What follows belongs to an exercise in optimizing a design on an open flow for small area, a short achievable clock period and few clock cycles; a production flow would make more cautious choices.
In this exercise RTL edits were held to simulation tests only and were not proved equivalent to the original.
Power is estimated from default activity; no workload was simulated.

==> exp/violet: inputs <==
Design calc_top, start of the top module:
module calc_top (
	input  logic                        c_clk,
	input  logic                        rst_n,
	input  logic [calc_pkg::CMD_W-1:0]  req1_cmd,
	input  logic [calc_pkg::DATA_W-1:0] req1_data,
	input  logic [calc_pkg::CMD_W-1:0]  req2_cmd,
	input  logic [calc_pkg::DATA_W-1:0] req2_data,
	input  logic [calc_pkg::CMD_W-1:0]  req3_cmd,
	input  logic [calc_pkg::DATA_W-1:0] req3_data,
	input  logic [calc_pkg::CMD_W-1:0]  req4_cmd,
	input  logic [calc_pkg::DATA_W-1:0] req4_data,
	output logic [calc_pkg::RESP_W-1:0] resp1,
	output logic [calc_pkg::DATA_W-1:0] data1,
	output logic [calc_pkg::RESP_W-1:0] resp2,
	output logic [calc_pkg::DATA_W-1:0] data2,
	output logic [calc_pkg::RESP_W-1:0] resp3,
	output logic [calc_pkg::DATA_W-1:0] data3,
	output logic [calc_pkg::RESP_W-1:0] resp4,
	output logic [calc_pkg::DATA_W-1:0] data4
);
==> module out_slice, before the edit <==
module out_slice (
	input  logic       c_clk,
	input  logic       rst_n,
	input  logic       fwd_d,
	input  logic       rev_d,
	input  logic [7:0] acc_n,
	input  logic [0:7] acc_n_rev,
	output logic [7:0] y
);
	logic fwd, rev, fwd_n, rev_n;
	always_ff @(posedge c_clk or negedge rst_n) begin
		if (!rst_n) begin
			fwd <= 1'b0;
			rev <= 1'b0;
		end else begin
			fwd <= fwd_d;
			rev <= rev_d;
		end
	end
	cell_inv u_fn (.a(fwd), .y(fwd_n));
	cell_inv u_rn (.a(rev), .y(rev_n));
	for (genvar i = 0; i < 8; i++) begin : g_bit
		cell_o22ai u_o (.a1(fwd_n), .a2(acc_n[i]), .b1(rev_n), .b2(acc_n_rev[i]), .y(y[i]));
	end
endmodule
Settings: LEC_CHECK=0, CAP_MARGIN=20, CORE_MARGIN=2, CORE_UTILIZATION=40, SETUP_SLACK_MARGIN=2.2, SLEW_MARGIN=20, SYNTH_HIERARCHICAL=1, TNS_END_PERCENT=0, BUFFER_PORTS_ARGS=-buffer_cell sky130_fd_sc_hd__buf_1, PRE_FLOORPLAN_TCL=/design/flow/flow/downsize.tcl; clock period 4.4 ns.
standard.sh (not shown) runs the stock make flow with config.mk's settings and CLKGATE_MAP_FILE= SYNTH_SCRIPT=/design/flow/synth_recipe.tcl, a recipe that flattens the netlist after the stock synthesis.
==> flow/flow/run.sh <==
#!/bin/bash
# The standard layout with two changes to how it is made:
# - the ports are buffered by buf_1 instead of the default clkdlybuf4s50_1
#   delay cell (every port still gets its own buffer);
# - before floorplanning, combinational cells that synthesis sized up are set
#   back to their smallest size (flow/downsize.tcl); the resizer sizes up
#   again where timing needs it.
set -e
cp standard.sh standard.sh.log
{
	echo "export BUFFER_PORTS_ARGS = -buffer_cell sky130_fd_sc_hd__buf_1"
	echo "export PRE_FLOORPLAN_TCL = $(pwd)/flow/downsize.tcl"
} >> config.mk
export BUFFER_PORTS_ARGS="-buffer_cell sky130_fd_sc_hd__buf_1"
export PRE_FLOORPLAN_TCL="$(pwd)/flow/downsize.tcl"
bash standard.sh > standard.log 2>&1
==> flow/flow/downsize.tcl <==
# Before floorplanning: set every combinational cell that synthesis sized up
# back to the smallest cell of its kind. The resizer sizes up again where
# timing needs it. Flip-flops, buffers and tie cells are left as they are.
set db [ord::get_db]
set lib_masters {}
foreach lib [$db getLibs] {
  foreach m [$lib getMasters] {
    dict set lib_masters [$m getName] $m
  }
}
set n 0
foreach inst [[ord::get_db_block] getInsts] {
  set name [[$inst getMaster] getName]
  if { ![regexp {^(sky130_fd_sc_hd__)([a-z0-9]+)_([0-9]+)$} $name -> pre base size] } { continue }
  if { [regexp {^(df|edf|sdf|dl|buf|clkbuf|clkdly|dlygate|conb|tap|fill|decap|inv|clkinv)} $base] } { continue }
  set best ""
  set best_area 1e9
  foreach s {0 1 2 4} {
    set cand "${pre}${base}_$s"
    if { [dict exists $lib_masters $cand] } {
      set m [dict get $lib_masters $cand]
      set a [expr {[$m getWidth] * [$m getHeight]}]
      if { $a < $best_area } { set best $cand; set best_area $a }
    }
  }
  if { $best ne "" && $best ne $name } {
    replace_cell [$inst getName] $best
    incr n
  }
}
puts "downsize: $n cells set to their smallest size"
==> inputs of exp/onyx, as changes to exp/violet <==
--- a/flow/design.v
+++ b/flow/design.v
@@ -125,16 +125,14 @@
 	output logic [7:0] y
 );
-	logic fwd, rev, fwd_n, rev_n;
+	logic fwd_n, rev_n;
 	always_ff @(posedge c_clk or negedge rst_n) begin
 		if (!rst_n) begin
-			fwd <= 1'b0;
-			rev <= 1'b0;
+			fwd_n <= 1'b1;
+			rev_n <= 1'b1;
 		end else begin
-			fwd <= fwd_d;
-			rev <= rev_d;
+			fwd_n <= !fwd_d;
+			rev_n <= !rev_d;
 		end
 	end
-	cell_inv u_fn (.a(fwd), .y(fwd_n));
-	cell_inv u_rn (.a(rev), .y(rev_n));
 	for (genvar i = 0; i < 8; i++) begin : g_bit
 		cell_o22ai u_o (.a1(fwd_n), .a2(acc_n[i]), .b1(rev_n), .b2(acc_n_rev[i]), .y(y[i]));
==> inputs of exp/nickel, as changes to exp/violet <==
--- a/flow/design.v
+++ b/flow/design.v
@@ -125,5 +125,5 @@
 	output logic [7:0] y
 );
-	logic fwd, rev, fwd_n, rev_n;
+	logic fwd, rev;
 	always_ff @(posedge c_clk or negedge rst_n) begin
 		if (!rst_n) begin
@@ -135,8 +135,11 @@
 		end
 	end
-	cell_inv u_fn (.a(fwd), .y(fwd_n));
-	cell_inv u_rn (.a(rev), .y(rev_n));
-	for (genvar i = 0; i < 8; i++) begin : g_bit
-		cell_o22ai u_o (.a1(fwd_n), .a2(acc_n[i]), .b1(rev_n), .b2(acc_n_rev[i]), .y(y[i]));
+	for (genvar h = 0; h < 2; h++) begin : g_half
+		logic fwd_n, rev_n;
+		cell_inv u_fn (.a(fwd), .y(fwd_n));
+		cell_inv u_rn (.a(rev), .y(rev_n));
+		for (genvar i = 4 * h; i < 4 * h + 4; i++) begin : g_bit
+			cell_o22ai u_o (.a1(fwd_n), .a2(acc_n[i]), .b1(rev_n), .b2(acc_n_rev[i]), .y(y[i]));
+		end
 	end
 endmodule
--- a/flow/config.mk
+++ b/flow/config.mk
@@ -8,5 +8,5 @@
 export CAP_MARGIN = 20
 export CORE_MARGIN = 2
-export CORE_UTILIZATION = 40
+export CORE_UTILIZATION = 60
 export SETUP_SLACK_MARGIN = 2.2
 export SLEW_MARGIN = 20
==> run notes <==
quantity	exp/nickel	exp/onyx	exp/violet
Violation count after the first detailed-routing iteration	2509	2241	2020
Reported net switching power	8.82 mW	8.64 mW	8.37 mW
Run status	timing/DRC/antenna clean	timing/DRC/antenna clean	timing/DRC/antenna clean
Horiz. Die Dim	191 um	233 um	233 um
First-pass GRT wire length	113 mm	120 mm	115 mm
GRT met1 Usage	0.501	0.367	0.352
Largest fanout on the critical path	35	11	8
Signal buffers	366	345	337
Initial core utilization	0.608	0.406	0.406
Power consumption	17.0 mW	17.0 mW	16.2 mW
Antenna Cells	5	0	1
Fraction of met3 tracks used by global routing	0.0576	0.0417	0.0531
Placeable Area	0.0345 mm^2	0.0515 mm^2	0.0515 mm^2
Combinational gate power	11.1 mW	10.7 mW	10.3 mW
Capture point of the worst path	u_p1.acc_n[6]	u_p4.acc_n[22]	data3[0]
Testbench counts of exp/violet, summed over its fixed seeds: cycles 2,408.
Testbench counts of exp/onyx, summed over its fixed seeds: cycles 2,408.
Testbench counts of exp/nickel, summed over its fixed seeds: cycles 2,408.

---

==> inputs of 02-21 <==
==> flow/design.v <==
`default_nettype none
package calc_pkg;
	localparam int DATA_W    = 32;
	localparam int CMD_W     = 4;
	localparam int RESP_W    = 2;
	localparam int NUM_PORTS = 4;
	localparam int PORT_ID_W = 2;
	localparam int SHAMT_W   = 5;
	typedef enum logic [CMD_W-1:0] {
		CMD_NOP = 4'd0,
		CMD_ADD = 4'd1,
		CMD_SUB = 4'd2,
		CMD_SHL = 4'd5,
		CMD_SHR = 4'd6
	} cmd_e;
	typedef enum logic [RESP_W-1:0] {
		RESP_NONE    = 2'd0,
		RESP_OK      = 2'd1,
		RESP_OVFL    = 2'd2,	 
		RESP_BAD_CMD = 2'd3
	} resp_e;
	typedef enum logic [1:0] {
		OP_ADD,
		OP_SUB,
		OP_SHL,
		OP_SHR
	} op_kind_e;
	typedef struct packed {
		logic [DATA_W-SHAMT_W-1:0] pad;	 
		logic [SHAMT_W-1:0]        shamt;
	} shift_op_t;
	typedef union packed {
		logic [DATA_W-1:0] word;
		shift_op_t         sh;
	} operand2_u;
endpackage
`default_nettype wire
`timescale 1ns/1ps
`default_nettype none
module port_front (
	input  logic                        c_clk,
	input  logic                        rst_n,
	input  logic [calc_pkg::CMD_W-1:0]  cmd,
	input  logic [calc_pkg::DATA_W-1:0] data,
	output logic [calc_pkg::RESP_W-1:0] resp,
	output logic [calc_pkg::DATA_W-1:0] resp_data
);
	localparam int DATA_W = calc_pkg::DATA_W;
	logic              opc;	 
	logic              k_sub, k_shl, k_shift, k_bad;	 
	logic              o_rev;	 
	logic [1:0]        rq;	 
	logic [DATA_W-1:0] acc;	 
	logic [DATA_W-1:0] sum;
	logic              cout;
	logic [DATA_W-1:0] shr;
	logic [DATA_W-1:0] sh_in;
	add_sub_unit u_as (.a(acc), .b(data), .sub(k_sub), .res(sum), .cout(cout));
	for (genvar i = 0; i < DATA_W; i++) begin : g_rev
		assign sh_in[i] = k_shl ? acc[DATA_W-1-i] : acc[i];
	end
	shift_unit u_sh (.a(sh_in), .shamt(data[calc_pkg::SHAMT_W-1:0]), .res(shr));
	always_ff @(posedge c_clk or negedge rst_n) begin
		if (!rst_n) begin
			opc <= 1'b0;
			rq  <= calc_pkg::RESP_NONE;
		end else begin
			opc <= !opc && (cmd != calc_pkg::CMD_NOP);
			if (!opc)
				rq <= calc_pkg::RESP_NONE;
			else if (k_bad)
				rq <= calc_pkg::RESP_BAD_CMD;
			else if (!k_shift && cout)
				rq <= calc_pkg::RESP_OVFL;
			else
				rq <= calc_pkg::RESP_OK;
		end
	end
	always_ff @(posedge c_clk) begin
		k_sub   <= (cmd == calc_pkg::CMD_SUB);
		k_shl   <= (cmd == calc_pkg::CMD_SHL);
		k_shift <= (cmd == calc_pkg::CMD_SHL) || (cmd == calc_pkg::CMD_SHR);
		k_bad   <= (cmd != calc_pkg::CMD_ADD) && (cmd != calc_pkg::CMD_SUB) &&
		           (cmd != calc_pkg::CMD_SHL) && (cmd != calc_pkg::CMD_SHR);
		o_rev   <= k_shl;
		if (!opc)
			acc <= data;
		else if (k_shift)
			acc <= shr;
		else
			acc <= sum;
	end
	logic ok;
	assign ok   = (rq == calc_pkg::RESP_OK);
	assign resp = rq;
	for (genvar i = 0; i < DATA_W; i++) begin : g_out
		assign resp_data[i] = ok && (o_rev ? acc[DATA_W-1-i] : acc[i]);
	end
endmodule
`default_nettype wire
`timescale 1ns/1ps
`default_nettype none
module add_sub_unit (
	input  logic [calc_pkg::DATA_W-1:0] a,
	input  logic [calc_pkg::DATA_W-1:0] b,
	input  logic                        sub,
	output logic [calc_pkg::DATA_W-1:0] res,
	output logic                        cout
);
	localparam int DATA_W = calc_pkg::DATA_W;
	logic [DATA_W:0] s;
	assign s    = {1'b0, a ^ {DATA_W{sub}}} + {1'b0, b};
	assign cout = s[DATA_W];
	assign res  = s[DATA_W-1:0] ^ {DATA_W{sub}};
endmodule
`default_nettype wire
`timescale 1ns/1ps
`default_nettype none
module shift_unit (
	input  logic [calc_pkg::DATA_W-1:0]  a,
	input  logic [calc_pkg::SHAMT_W-1:0] shamt,
	output logic [calc_pkg::DATA_W-1:0]  res
);
	assign res = a >> shamt;
endmodule
`default_nettype wire
`timescale 1ns/1ps
`default_nettype none
module calc_top (
	input  logic                        c_clk,
	input  logic                        rst_n,
	input  logic [calc_pkg::CMD_W-1:0]  req1_cmd,
	input  logic [calc_pkg::DATA_W-1:0] req1_data,
	input  logic [calc_pkg::CMD_W-1:0]  req2_cmd,
	input  logic [calc_pkg::DATA_W-1:0] req2_data,
	input  logic [calc_pkg::CMD_W-1:0]  req3_cmd,
	input  logic [calc_pkg::DATA_W-1:0] req3_data,
	input  logic [calc_pkg::CMD_W-1:0]  req4_cmd,
	input  logic [calc_pkg::DATA_W-1:0] req4_data,
	output logic [calc_pkg::RESP_W-1:0] resp1,
	output logic [calc_pkg::DATA_W-1:0] data1,
	output logic [calc_pkg::RESP_W-1:0] resp2,
	output logic [calc_pkg::DATA_W-1:0] data2,
	output logic [calc_pkg::RESP_W-1:0] resp3,
	output logic [calc_pkg::DATA_W-1:0] data3,
	output logic [calc_pkg::RESP_W-1:0] resp4,
	output logic [calc_pkg::DATA_W-1:0] data4
);
	port_front u_p1 (.c_clk, .rst_n, .cmd(req1_cmd), .data(req1_data), .resp(resp1), .resp_data(data1));
	port_front u_p2 (.c_clk, .rst_n, .cmd(req2_cmd), .data(req2_data), .resp(resp2), .resp_data(data2));
	port_front u_p3 (.c_clk, .rst_n, .cmd(req3_cmd), .data(req3_data), .resp(resp3), .resp_data(data3));
	port_front u_p4 (.c_clk, .rst_n, .cmd(req4_cmd), .data(req4_data), .resp(resp4), .resp_data(data4));
endmodule
`default_nettype wire
==> flow/run.sh <==
#!/bin/bash
# synth_recipe.tcl (not shown) runs the flow's synth.tcl, then flattens the netlist and writes it again
# the make line also repeats each setting of config.mk as NAME=value (left out here)
make -C /OpenROAD-flow-scripts/flow DESIGN_CONFIG=/design/flow/config.mk WORK_HOME=/design/flow/orfs CLKGATE_MAP_FILE= SYNTH_SCRIPT=/design/flow/synth_recipe.tcl finish
==> flow/config.mk <==
export PLATFORM = sky130hd
export DESIGN_NAME = calc_top
export DESIGN_NICKNAME = calc_top
export VERILOG_FILES = /design/flow/design.v
export SDC_FILE = /design/flow/constraint.sdc
export NUM_CORES = 4
export LEC_CHECK = 0
export CAP_MARGIN = 20
export CORE_MARGIN = 2
export CORE_UTILIZATION = 40
export SLEW_MARGIN = 20
==> flow/constraint.sdc <==
create_clock -name core_clock -period 4.4 [get_ports {c_clk}]
set_input_delay 0.8800 -clock core_clock [delete_from_list [all_inputs] [get_ports {c_clk}]]
set_output_delay 0.8800 -clock core_clock [all_outputs]
set_load 0.01 [all_outputs]
==> 10-27: changes against 02-21 <==
==> flow/design.v, changed modules only <==
module port_front (
	input  logic                        c_clk,
	input  logic                        rst_n,
	input  logic [calc_pkg::CMD_W-1:0]  cmd,
	input  logic [calc_pkg::DATA_W-1:0] data,
	output logic [calc_pkg::RESP_W-1:0] resp,
	output logic [calc_pkg::DATA_W-1:0] resp_data
);
	localparam int DATA_W = calc_pkg::DATA_W;
	logic              opc;	 
	logic              k_sub, k_shl, k_shift, k_bad;	 
	logic              g_fwd;	 
	logic              g_rev;	 
	logic [1:0]        rq;	 
	logic [DATA_W-1:0] acc;	 
	logic [DATA_W-1:0] sum;
	logic              cout;
	logic [DATA_W-1:0] shr;
	logic [DATA_W-1:0] prep;
	for (genvar i = 0; i < DATA_W; i++) begin : g_prep
		assign prep[i] = (cmd == calc_pkg::CMD_SHL) ? data[DATA_W-1-i] :
		                 (cmd == calc_pkg::CMD_SUB) ? !data[i] : data[i];
	end
	add_sub_unit u_as (.a(acc), .b(data), .sub(k_sub), .res(sum), .cout(cout));
	shift_unit u_sh (.a(acc), .shamt(data[calc_pkg::SHAMT_W-1:0]), .res(shr));
	logic ovfl;
	assign ovfl = !k_shift && cout;
	always_ff @(posedge c_clk or negedge rst_n) begin
		if (!rst_n) begin
			opc   <= 1'b0;
			rq    <= calc_pkg::RESP_NONE;
			g_fwd <= 1'b0;
			g_rev <= 1'b0;
		end else begin
			opc <= !opc && (cmd != calc_pkg::CMD_NOP);
			if (!opc)
				rq <= calc_pkg::RESP_NONE;
			else if (k_bad)
				rq <= calc_pkg::RESP_BAD_CMD;
			else if (ovfl)
				rq <= calc_pkg::RESP_OVFL;
			else
				rq <= calc_pkg::RESP_OK;
			g_fwd <= opc && !k_bad && !ovfl && !k_shl;
			g_rev <= opc && !k_bad && k_shl;
		end
	end
	always_ff @(posedge c_clk) begin
		k_sub   <= (cmd == calc_pkg::CMD_SUB);
		k_shl   <= (cmd == calc_pkg::CMD_SHL);
		k_shift <= (cmd == calc_pkg::CMD_SHL) || (cmd == calc_pkg::CMD_SHR);
		k_bad   <= (cmd != calc_pkg::CMD_ADD) && (cmd != calc_pkg::CMD_SUB) &&
		           (cmd != calc_pkg::CMD_SHL) && (cmd != calc_pkg::CMD_SHR);
		if (!opc)
			acc <= prep;
		else if (k_shift)
			acc <= shr;
		else
			acc <= sum;
	end
	assign resp = rq;
	for (genvar i = 0; i < DATA_W; i++) begin : g_out
		assign resp_data[i] = (g_fwd && acc[i]) || (g_rev && acc[DATA_W-1-i]);
	end
endmodule
module add_sub_unit #(
	parameter int ARCH = 1
) (
	input  logic [calc_pkg::DATA_W-1:0] a,
	input  logic [calc_pkg::DATA_W-1:0] b,
	input  logic                        sub,
	output logic [calc_pkg::DATA_W-1:0] res,
	output logic                        cout
);
	localparam int N  = calc_pkg::DATA_W;
	localparam int LV = $clog2(N);
	logic [N-1:0] g [LV+1];
	logic [N-1:0] p [LV+1];
	assign g[0] = a & b;
	assign p[0] = a ^ b;
	for (genvar l = 0; l < LV; l++) begin : g_lv
		for (genvar i = 0; i < N; i++) begin : g_bit
			localparam int D = 1 << l;
			localparam bit KS = (i >= D);
			localparam bit SK = ((i >> l) & 1) == 1;
			localparam int SKJ = ((i >> l) << l) - 1;
			localparam bit BKU = ((i + 1) % (2 * D)) == 0;
			localparam bit USE = (ARCH == 0) ? KS : (ARCH == 1) ? SK : BKU;
			localparam int J = (ARCH == 0) ? i - D : (ARCH == 1) ? SKJ : i - D;
			if (USE) begin : g_op
				assign g[l+1][i] = g[l][i] | (p[l][i] & g[l][J]);
				assign p[l+1][i] = p[l][i] & p[l][J];
			end else begin : g_pass
				assign g[l+1][i] = g[l][i];
				assign p[l+1][i] = p[l][i];
			end
		end
	end
	logic [N-1:0] c;
	if (ARCH == 2) begin : g_bk_down
		logic [N-1:0] gd [LV];
		assign gd[LV-1] = g[LV];
		for (genvar l = LV - 2; l >= 0; l--) begin : g_dn
			for (genvar i = 0; i < N; i++) begin : g_bit
				localparam int D = 1 << l;
				localparam bit USE = ((i + 1) % (2 * D)) == D && i >= 2 * D;
				if (USE) begin : g_op
					assign gd[l][i] = gd[l+1][i] | (p[l][i] & gd[l+1][i-D]);
				end else begin : g_pass
					assign gd[l][i] = gd[l+1][i];
				end
			end
		end
		assign c = gd[0];
	end else begin : g_direct
		assign c = g[LV];
	end
	assign cout = c[N-1];
	assign res  = p[0] ^ {c[N-2:0], 1'b0} ^ {N{sub}};
endmodule
==> flow/flow/run.sh (new file) <==
#!/bin/bash
# The standard layout, with the ports buffered by buf_1 instead of the
# default clkdlybuf4s50_1 delay cell. Every port still gets its own buffer.
set -e
cp standard.sh standard.sh.log
echo "export BUFFER_PORTS_ARGS = -buffer_cell sky130_fd_sc_hd__buf_1" >> config.mk
export BUFFER_PORTS_ARGS="-buffer_cell sky130_fd_sc_hd__buf_1"
bash standard.sh > standard.log 2>&1
==> flow/standard.sh (new file) <==
#!/bin/bash
# synth_recipe.tcl (not shown) runs the flow's synth.tcl, then flattens the netlist and writes it again
# the make line also repeats each setting of config.mk as NAME=value (left out here)
make -C /OpenROAD-flow-scripts/flow DESIGN_CONFIG=/design/flow/config.mk WORK_HOME=/design/flow/orfs CLKGATE_MAP_FILE= SYNTH_SCRIPT=/design/flow/synth_recipe.tcl "${@:-finish}"
--- a/flow/config.mk
+++ b/flow/config.mk
@@ -10,2 +10,4 @@
 export CORE_UTILIZATION = 40
+export SETUP_SLACK_MARGIN = 1.5
 export SLEW_MARGIN = 20
+export BUFFER_PORTS_ARGS = -buffer_cell sky130_fd_sc_hd__buf_1
removed: flow/run.sh
==> comparison <==
In sequential power, 10-27 and 02-21 hardly differ.
Between 02-21 and 10-27, the lower via count is in 10-27 (gap 11%, measured against 10-27).
Against 02-21, the clock skew of 10-27 is lower by 0.00085 ns.
In 02-21 the count of clock-buffer cells in the layout is higher than in 10-27, by 2.
Of 02-21 and 10-27, 10-27 has the higher sequential share of layout area (gap 2.4 points).
==> figures <==
metric	10-27	02-21
Result of the run	timing/DRC/antenna clean	timing/DRC/antenna clean
Sequential cell count	164	160
Maximum resistive drop on vdd	0.379 mV	0.359 mV
End of the worst register-to-register path	u_p1.acc[16]$_DFF_P_	u_p3.rq[1]$_DFF_PN0_
Met2 capacity usage during global routing	45.2%	42.5%
CP startpoint	req1_data[0]	u_p3.k_sub$_DFF_P_
Floorplan die height	237 um	252 um
Vias after detailed routing	22.4k	24.9k
Share of the synthesized area in the top cell type	12.5%	11.8%
Non-Clock Buffer Count	372	344
R2R setup slack	1.46 ns	0.58 ns
Testbench counts of 02-21, summed over its fixed seeds: cycles 2,408.
Testbench counts of 10-27, summed over its fixed seeds: cycles 2,408.

-- what the ideal ports hide --
In the flow no input, the clock included, has a driving cell. The finished layouts below were timed again as built, in two steps. Step 1: set_driving_cell puts a clkbuf_16 on c_clk and a buf_2 on each other input, an assumption about the parent block. Step 2, shift: input delay + t, output delay - t, t = (earliest + latest rising clock arrival at the registers) / 2. This alone moves slack from input paths to output paths. Three values: no drivers, after step 1, after step 2; two values: the first two.
run	shift t [ns]	setup slack, ns	worst setup path after step 2
exp/violet	0.567	1.933 / 1.875 / 1.421	input to register
exp/onyx	0.536	1.942 / 1.942 / 1.488	input to register
exp/nickel	0.514	2.027 / 2.054 / 1.545	input to register
02-21	0.562	0.575 / 0.575 / 0.120	input to register
10-27	0.553	1.432 / 1.445 / 0.892	input to register
After both steps every run listed still meets setup and hold. The setup slack of 10-27, which loses most, moves by +0.013 ns with the drivers and by -0.540 ns with both steps.
